What follows belongs to an exercise in optimizing a design on an open flow for small area, a short achievable clock period and few clock cycles; a production flow would make more cautious choices.
At most, simulation tests tie the RTL to the original design; equivalence was not proved.
Power and IR drop assume default switching activity.

## online_shop
module online_shop
(
	input  logic         clk,
	input  logic         inf,
	input  logic [15:0]  data_in,
	input  logic         id_valid,
	input  logic         act_valid,
	input  logic         item_valid,
	input  logic         num_valid,
	input  logic         amnt_valid,
	input  logic         c_out_valid,
	input  logic [63:0]  c_data_r,
	output logic         c_in_valid,
	output logic         c_r_wb,
	output logic [7:0]   c_addr,
	output logic [63:0]  c_data_w,
	output logic         out_valid,
	output logic [3:0]   err_msg,
	output logic         complete,
	output logic [31:0]  out_info
);
	localparam bit REG_STOCK = 1'b0;
	typedef enum logic [2:0] {
		S_IDLE,    
		S_UREQ,    
		S_UWAIT,   
		S_HAVEU,   
		S_SWAIT,   
		S_SCHK,    
		S_W1WAIT   
	} state_e;
	state_e      state;
	state_e      nstate;
	logic        pend;
	logic        can_req;
	logic [7:0]  uid;
	logic [7:0]  sid;
	logic [15:0] xin;       
	logic        got_sid;
	logic        got_amt;
	logic [14:0] pk;        
	logic [11:0] xk;        
	logic [63:0] wbuf;
	logic [63:0] sbuf;
	logic        inv_full_q;
	logic        money_low_q;
	logic        req;
	logic        rd;
	logic [7:0]  addr_n;
	logic        ovld;
	logic [3:0]  err_n;
	wire [1:0] item = xin[7:6];
	wire [5:0] cnt  = xin[5:0];
	assign c_data_w = wbuf;
	always_ff @(posedge clk or negedge inf) begin
		if (!inf)
			pend <= 1'b0;
		else
			pend <= c_in_valid || (pend && !c_out_valid);
	end
	assign can_req = !c_in_valid && (!pend || c_out_valid);
	always_ff @(posedge clk) begin
		if (id_valid && state == S_IDLE)
			uid <= data_in[7:0];
		if (id_valid && state != S_IDLE)
			sid <= data_in[7:0];
		if (num_valid || amnt_valid)
			xin[5:0] <= data_in[5:0];
		if (item_valid)
			xin[7:6] <= data_in[1:0];
		else if (amnt_valid)
			xin[7:6] <= data_in[7:6];
  ...
For scale: roughly 1,300 cells after synthesis, about 240 flip-flops, ~200 I/O pins.
clock: 9.0 ns
lec_check: 0
cap_margin: 20
core_margin: 2
core_utilization: 40
slew_margin: 20
run.sh (not shown) runs the stock make flow with config.mk's settings and CLKGATE_MAP_FILE= SYNTH_SCRIPT=/design/flow/synth_recipe.tcl, a recipe that flattens the netlist after the stock synthesis.
The first run ran to the end with no violations.
Edit:
ABC_CLOCK_PERIOD_IN_PS = 2500   (was not set)
SETUP_SLACK_MARGIN = 5   (was not set)
=>
- final cell count increases by 3.3%
- power increases by 5.8%
- core utilization increases by 3.0 points
- global-route usage increases by 1.1 points
- clock power decreases by about 5%
- setup slack gets better by 0.90 ns
- critical path depth increases by 6
- routed wire length increases by 4.8%
- combinational power increases by 13%
- register-to-register slack gets better by 0.64 ns
Function was not checked in any run of this note: the RTL went through the layout flow alone.

---

online_shop, a different RTL version from the one above (not shown whole).
For scale: about 1300 cells after synthesis, about 240 flip-flops, about 200 I/O pins, about 14000 um2 of cells after synthesis.
Settings: LEC_CHECK=0, ABC_CLOCK_PERIOD_IN_PS=2500, CAP_MARGIN=20, CORE_MARGIN=2, CORE_UTILIZATION=40, SLEW_MARGIN=20; clock period 9.0 ns.
standard.sh (not shown) runs the stock make flow with config.mk's settings and CLKGATE_MAP_FILE= SYNTH_SCRIPT=/design/flow/synth_recipe.tcl, a recipe that flattens the netlist after the stock synthesis.
==> flow/flow/run.sh <==
#!/bin/bash
# Own flow: the standard layout (standard.sh, unchanged synthesis and steps) with two
# extra ORFS settings passed on make's command line:
#  - port buffers are buf_2 cells instead of the default delay-buffer cells;
set -euo pipefail
cd "$(dirname "$0")/.."
bash standard.sh \
  "BUFFER_PORTS_ARGS=-buffer_cell sky130_fd_sc_hd__buf_2" \
  SETUP_SLACK_MARGIN=6.2 \
  finish > flow_make.log 2>&1
Next try:
==> flow/run.sh (new file) <==
#!/bin/bash
# synth_recipe.tcl (not shown) runs the flow's synth.tcl, then flattens the netlist and writes it again
# the make line also repeats each setting of config.mk as NAME=value (left out here)
make -C /OpenROAD-flow-scripts/flow DESIGN_CONFIG=/design/flow/config.mk WORK_HOME=/design/flow/orfs CLKGATE_MAP_FILE= SYNTH_SCRIPT=/design/flow/synth_recipe.tcl finish
SETUP_SLACK_MARGIN = 5   (was default)
removed: flow/flow/run.sh
removed: flow/standard.sh
Outcome:
- worst setup slack got worse by 0.12 ns
- non-clock buffer count fell by 139
- global-route usage falls by 1.7 points
- via count decreases by a little under a tenth
Function was not checked in any run of this note: the RTL went through the layout flow alone.

---

job 101:
online_shop, a different RTL version from the one above (not shown whole).
For scale: roughly 1,300 cells after synthesis, ~230 flip-flops, about 200 I/O pins.
export LEC_CHECK = 0
export CAP_MARGIN = 20
export CORE_MARGIN = 2
export CORE_UTILIZATION = 60
export CTS_CLUSTER_DIAMETER = 100
export CTS_CLUSTER_SIZE = 20
export SLEW_MARGIN = 20
create_clock -name core_clock -period 9.0 [get_ports {clk}]
==> flow/flow/run.sh <==
#!/bin/bash
# Own flow: the standard layout (standard.sh, unchanged synthesis and steps) with two
# extra ORFS settings passed on make's command line:
#  - port buffers are buf_1 cells instead of the default delay-buffer cells;
set -euo pipefail
cd "$(dirname "$0")/.."
bash standard.sh \
  "BUFFER_PORTS_ARGS=-buffer_cell sky130_fd_sc_hd__buf_1" \
  SETUP_SLACK_MARGIN=5.8 \
  finish > flow_make.log 2>&1
Testbench counts of job 101, summed over its fixed seeds: cycles 28,975.
## Diff of input files: job 102 against job 101
Settings: changing CORE_UTILIZATION from 60 to 50.
==> run summary <==
Diff job 102..job 101 | xor and xnor fraction of the mapped netlist area | unchanged. On finished layout cell area, job 101 and job 102 are neck and neck. Between job 101 and job 102, the difference in sequential share of layout area is negligible. Compared to job 101, job 102 has number of buffers other than clock buffers in the final layout 6.5% lower. When the final numbers for job 101 and job 102 were put side by side, the global placement routability congestion turned out to be smaller in job 102. [job 102 vs job 101] final critical delay including setup and external delays: higher in job 102. On synthesis-to-finish area growth, job 101 tracks job 102 almost exactly. On sequential cell count, job 101 and job 102 are neck and neck. Looking at routed wire length across job 101 and job 102, the one that comes out lower is job 101.

---

Another version of the RTL of online_shop (not shown whole).
Size: about 1,300 cells after synthesis, about 200 I/O pins, roughly 13,000 um2 of cells after synthesis.
Settings: LEC_CHECK=0, CAP_MARGIN=20, CORE_MARGIN=2, CORE_UTILIZATION=50, CTS_CLUSTER_DIAMETER=100, CTS_CLUSTER_SIZE=20, SLEW_MARGIN=20; clock period 9.0 ns.
==> flow/flow/run.sh <==
#!/bin/bash
# Own flow: the standard layout (standard.sh, unchanged synthesis and steps) with two
# extra ORFS settings passed on make's command line:
#  - port buffers are buf_1 cells instead of the default delay-buffer cells;
set -euo pipefail
cd "$(dirname "$0")/.."
bash standard.sh \
  "BUFFER_PORTS_ARGS=-buffer_cell sky130_fd_sc_hd__buf_1" \
  SETUP_SLACK_MARGIN=5.7 \
  finish > flow_make.log 2>&1
Testbench counts at the start, summed over its fixed seeds: cycles 28,975.
Then changed:
--- a/flow/flow/run.sh
+++ b/flow/flow/run.sh
@@ -7,4 +7,4 @@
 bash standard.sh \
   "BUFFER_PORTS_ARGS=-buffer_cell sky130_fd_sc_hd__buf_1" \
-  SETUP_SLACK_MARGIN=5.7 \
+  SETUP_SLACK_MARGIN=5.8 \
   finish > flow_make.log 2>&1
After rerunning: The new run completed without violations. Clock-buffer cell count stays the same. Power goes up slightly. Wire length rises slightly. Register-to-register slack improves by 0.04 ns. Setup slack is better by 0.090 ns. Cell count went up slightly.
Then changed:
--- a/flow/flow/run.sh
+++ b/flow/flow/run.sh
@@ -7,4 +7,4 @@
 bash standard.sh \
   "BUFFER_PORTS_ARGS=-buffer_cell sky130_fd_sc_hd__buf_1" \
-  SETUP_SLACK_MARGIN=5.8 \
+  SETUP_SLACK_MARGIN=6.0 \
   finish > flow_make.log 2>&1
=> Final area goes up by 5.5%. Worst setup slack gets worse by 0.0094 ns. Clock skew goes up by 0.0062 ns. Sequential power barely changes. Critical path depth goes up by 1. Global-route usage goes up by 1.5 points. Synthesized area does not change. Count of clock-buffer cells in the layout goes down by 2. Final cell count goes up by 2.5%. Utilization goes up by 3.1 points.

---

online_shop, a different RTL version from the one above (not shown whole).
Size in the first run: about 1300 cells after synthesis, roughly 250 flip-flops, about 200 I/O pins, about 13000 um2 of cells after synthesis.
clock: 9.0 ns
lec_check: 0
cap_margin: 20
core_margin: 2
core_utilization: 40
slew_margin: 20
==> flow/flow/run.sh <==
#!/bin/bash
# Own flow: the standard layout (standard.sh, unchanged synthesis and steps) with two
# extra ORFS settings passed on make's command line:
#  - port buffers are buf_2 cells instead of the default delay-buffer cells;
set -euo pipefail
cd "$(dirname "$0")/.."
bash standard.sh \
  "BUFFER_PORTS_ARGS=-buffer_cell sky130_fd_sc_hd__buf_2" \
  SETUP_SLACK_MARGIN=5.8 \
  finish > flow_make.log 2>&1
The starting point finished clean.
Then changed:
Settings changed: CORE_UTILIZATION 40 to 60.
Result: The changed run finished clean. Synthesized area stays the same. Synthesized cell count is unchanged. Final area decreases by about 2.7%.
Then changed:
==> flow/run.sh (new file) <==
#!/bin/bash
# synth_recipe.tcl (not shown) runs the flow's synth.tcl, then flattens the netlist and writes it again
# the make line also repeats each setting of config.mk as NAME=value (left out here)
make -C /OpenROAD-flow-scripts/flow DESIGN_CONFIG=/design/flow/config.mk WORK_HOME=/design/flow/orfs CLKGATE_MAP_FILE= SYNTH_SCRIPT=/design/flow/synth_recipe.tcl finish
Settings changed: CORE_UTILIZATION 60 to 40, SETUP_SLACK_MARGIN set to 5.
removed: flow/flow/run.sh
removed: flow/standard.sh
=> Clock-buffer cell count is lower by 2; synthesized area stays the same; final area is higher by 4.1%; critical path depth stays the same; worst hold slack loses 18 ps; non-clock buffer count is lower by 23; wire length is higher by 6.3%.
Then changed:
==> flow/flow/run.sh (new file) <==
#!/bin/bash
# Own flow: the standard layout (standard.sh, unchanged synthesis and steps) with two
# extra ORFS settings passed on make's command line:
#  - port buffers are buf_1 cells instead of the default delay-buffer cells;
set -euo pipefail
cd "$(dirname "$0")/.."
bash standard.sh \
  "BUFFER_PORTS_ARGS=-buffer_cell sky130_fd_sc_hd__buf_1" \
  SETUP_SLACK_MARGIN=5.8 \
  finish > flow_make.log 2>&1
==> flow/standard.sh (new file) <==
#!/bin/bash
# synth_recipe.tcl (not shown) runs the flow's synth.tcl, then flattens the netlist and writes it again
# the make line also repeats each setting of config.mk as NAME=value (left out here)
make -C /OpenROAD-flow-scripts/flow DESIGN_CONFIG=/design/flow/config.mk WORK_HOME=/design/flow/orfs CLKGATE_MAP_FILE= SYNTH_SCRIPT=/design/flow/synth_recipe.tcl "${@:-finish}"
Settings changed: SETUP_SLACK_MARGIN 5 to unset.
removed: flow/run.sh
Result:
- The changed run ran to the end with no violations
- global-route usage fell by 0.40 points
- hold slack is about the same
- synthesized cell count does not change
- core utilization came out lower by 1.2 points
- fmax went up by roughly a tenth
- sequential power is about the same
- clock power shrinks by a few percent
- total power went up by a few percent
- cell count rose by a few percent
No functional check of the RTL was part of any run of this note.

---

Another version of the RTL of online_shop (not shown whole).
Size: about 200 I/O pins.
export LEC_CHECK = 0
export CAP_MARGIN = 20
export CORE_MARGIN = 2
export CORE_UTILIZATION = 65
export CTS_CLUSTER_DIAMETER = 100
export CTS_CLUSTER_SIZE = 20
export SLEW_MARGIN = 20
create_clock -name core_clock -period 9.0 [get_ports {clk}]
==> flow/flow/run.sh <==
#!/bin/bash
# Own flow: the standard layout (standard.sh, unchanged synthesis and steps) with two
# extra ORFS settings passed on make's command line:
#  - port buffers are buf_1 cells instead of the default delay-buffer cells;
set -euo pipefail
cd "$(dirname "$0")/.."
bash standard.sh \
  "BUFFER_PORTS_ARGS=-buffer_cell sky130_fd_sc_hd__buf_1" \
  SETUP_SLACK_MARGIN=5.8 \
  finish > flow_make.log 2>&1
Testbench counts at the start, summed over its fixed seeds: cycles 28,975.
Next try:
Settings changed: CORE_UTILIZATION 65 to 50.
Effect:
- sequential share of layout area climbs by 0.20 points
- flip-flop and latch count stays the same
- clock skew came out higher by 4.0 ps
- routed wire length increases by 2.3%
- first-iteration DRC count falls by 23%
- critical path depth stays the same
- cell count went up by 3.0%
- non-clock buffer count decreases by 8
Next try:
--- a/flow/flow/run.sh
+++ b/flow/flow/run.sh
@@ -8,3 +8,3 @@
   "BUFFER_PORTS_ARGS=-buffer_cell sky130_fd_sc_hd__buf_1" \
-  SETUP_SLACK_MARGIN=5.8 \
+  SETUP_SLACK_MARGIN=5.6 \
   finish > flow_make.log 2>&1
Result: Non-clock buffer count decreases by 15; synthesized cell count stays the same; power fell by 4.6%; die area is unchanged.

---

Starting RTL as in the previous note.
==> flow/config.mk <==
export PLATFORM = sky130hd
export DESIGN_NAME = online_shop
export DESIGN_NICKNAME = online_shop
export VERILOG_FILES = /design/flow/design.v
export SDC_FILE = /design/flow/constraint.sdc
export NUM_CORES = 4
export LEC_CHECK = 0
export CAP_MARGIN = 20
export CORE_MARGIN = 2
export CORE_UTILIZATION = 50
export CTS_CLUSTER_DIAMETER = 100
export CTS_CLUSTER_SIZE = 30
export SLEW_MARGIN = 20
==> flow/constraint.sdc <==
create_clock -name core_clock -period 9.0 [get_ports {clk}]
set_input_delay 1.8000 -clock core_clock [delete_from_list [all_inputs] [get_ports {clk}]]
set_output_delay 1.8000 -clock core_clock [all_outputs]
set_load 0.01 [all_outputs]
==> flow/flow/run.sh <==
#!/bin/bash
# Own flow: the standard layout (standard.sh, unchanged synthesis and steps) with two
# extra ORFS settings passed on make's command line:
#  - port buffers are buf_1 cells instead of the default delay-buffer cells;
set -euo pipefail
cd "$(dirname "$0")/.."
bash standard.sh \
  "BUFFER_PORTS_ARGS=-buffer_cell sky130_fd_sc_hd__buf_1" \
  SETUP_SLACK_MARGIN=5.8 \
  finish > flow_make.log 2>&1
Testbench counts at the start, summed over its fixed seeds: cycles 28,975.
Rerun with:
--- a/flow/flow/run.sh
+++ b/flow/flow/run.sh
@@ -8,3 +8,3 @@
   "BUFFER_PORTS_ARGS=-buffer_cell sky130_fd_sc_hd__buf_1" \
-  SETUP_SLACK_MARGIN=5.8 \
+  SETUP_SLACK_MARGIN=5.6 \
   finish > flow_make.log 2>&1
Outcome:
- via count drops by about 2%
- fmax drops by 2.0%
- flip-flop and latch count stays the same
- cell area drops by 2.4%
- combinational power drops by about 7%
- final cell count drops by about 0.6%
- worst setup slack got worse by 0.067 ns
- total power drops by 4.5%
- count of clock-buffer cells in the layout does not change
- routed wire length drops by 1.3%

[separate check: timing with driven ports]
The flow's constraints put no driver on any port. The routed layouts listed below were extracted and timed again, unchanged, in two steps. Step 1, drivers: a clkbuf_16 drives clk and a buf_2 each remaining input, both assumed. Step 2 adds t to the input delays and takes it off the output delays; t is the mean of the earliest and latest rising clock arrival at the registers after step 1. Input paths then give back, and output paths get back, about the clock's delay inside the block. a / b / c = ideal ports / drivers / drivers and shift; a / b = the first two.
| run | t (ns) | slack for setup (ns) | worst hold slack (ns) |
|---|---|---|---|
| the first run of note 1 | 0.587 | 4.064 / 4.090 / 3.503 | 0.468 / 0.468 / 0.468 |
| the second run of note 1 | 0.615 | 4.967 / 4.967 / 4.431 | 0.482 / 0.482 / 0.482 |
| the first run of note 2 | 0.607 | 5.208 / 5.208 / 4.824 | 0.422 / 0.422 / 0.422 |
| the second run of note 2 | 0.605 | 5.090 / 5.109 / 4.511 | 0.413 / 0.413 / 0.413 |
| job 101 | 0.540 | 5.854 / 5.807 / 5.387 | 0.422 / 0.422 / 0.422 |
| job 102 | 0.530 | 5.830 / 5.779 / 5.387 | 0.425 / 0.425 / 0.425 |
| the first run of note 4 | 0.535 | 5.754 / 5.721 / 5.238 | 0.444 / 0.444 / 0.444 |
| the second run of note 4 | 0.540 | 5.844 / 5.796 / 5.327 | 0.447 / 0.447 / 0.447 |
| the third run of note 4 | 0.548 | 5.834 / 5.785 / 5.305 | 0.448 / 0.448 / 0.448 |
| the first run of note 5 | 0.605 | 5.593 / 5.593 / 5.143 | 0.422 / 0.422 / 0.422 |
| the second run of note 5 | 0.581 | 5.537 / 5.537 / 5.082 | 0.441 / 0.441 / 0.441 |
| the third run of note 5 | 0.599 | 5.178 / 5.195 / 4.606 | 0.423 / 0.423 / 0.423 |
| the fourth run of note 5 | 0.595 | 5.623 / 5.623 / 5.129 | 0.422 / 0.422 / 0.422 |
| the first run of note 6 | 0.535 | 5.674 / 5.641 / 5.148 | 0.445 / 0.445 / 0.445 |
| the second run of note 6 | 0.537 | 5.660 / 5.679 / 5.142 | 0.449 / 0.449 / 0.449 |
| the third run of note 6 | 0.534 | 5.557 / 5.557 / 5.076 | 0.461 / 0.461 / 0.461 |
| the first run of note 7 | 0.534 | 5.662 / 5.665 / 5.144 | 0.452 / 0.452 / 0.452 |
| the second run of note 7 | 0.537 | 5.595 / 5.608 / 5.071 | 0.462 / 0.462 / 0.462 |
After both steps setup and hold are still met in every run listed. For the second run of note 2, which loses most, drivers alone change the setup slack by +0.019 ns; drivers and shift together by -0.579 ns.
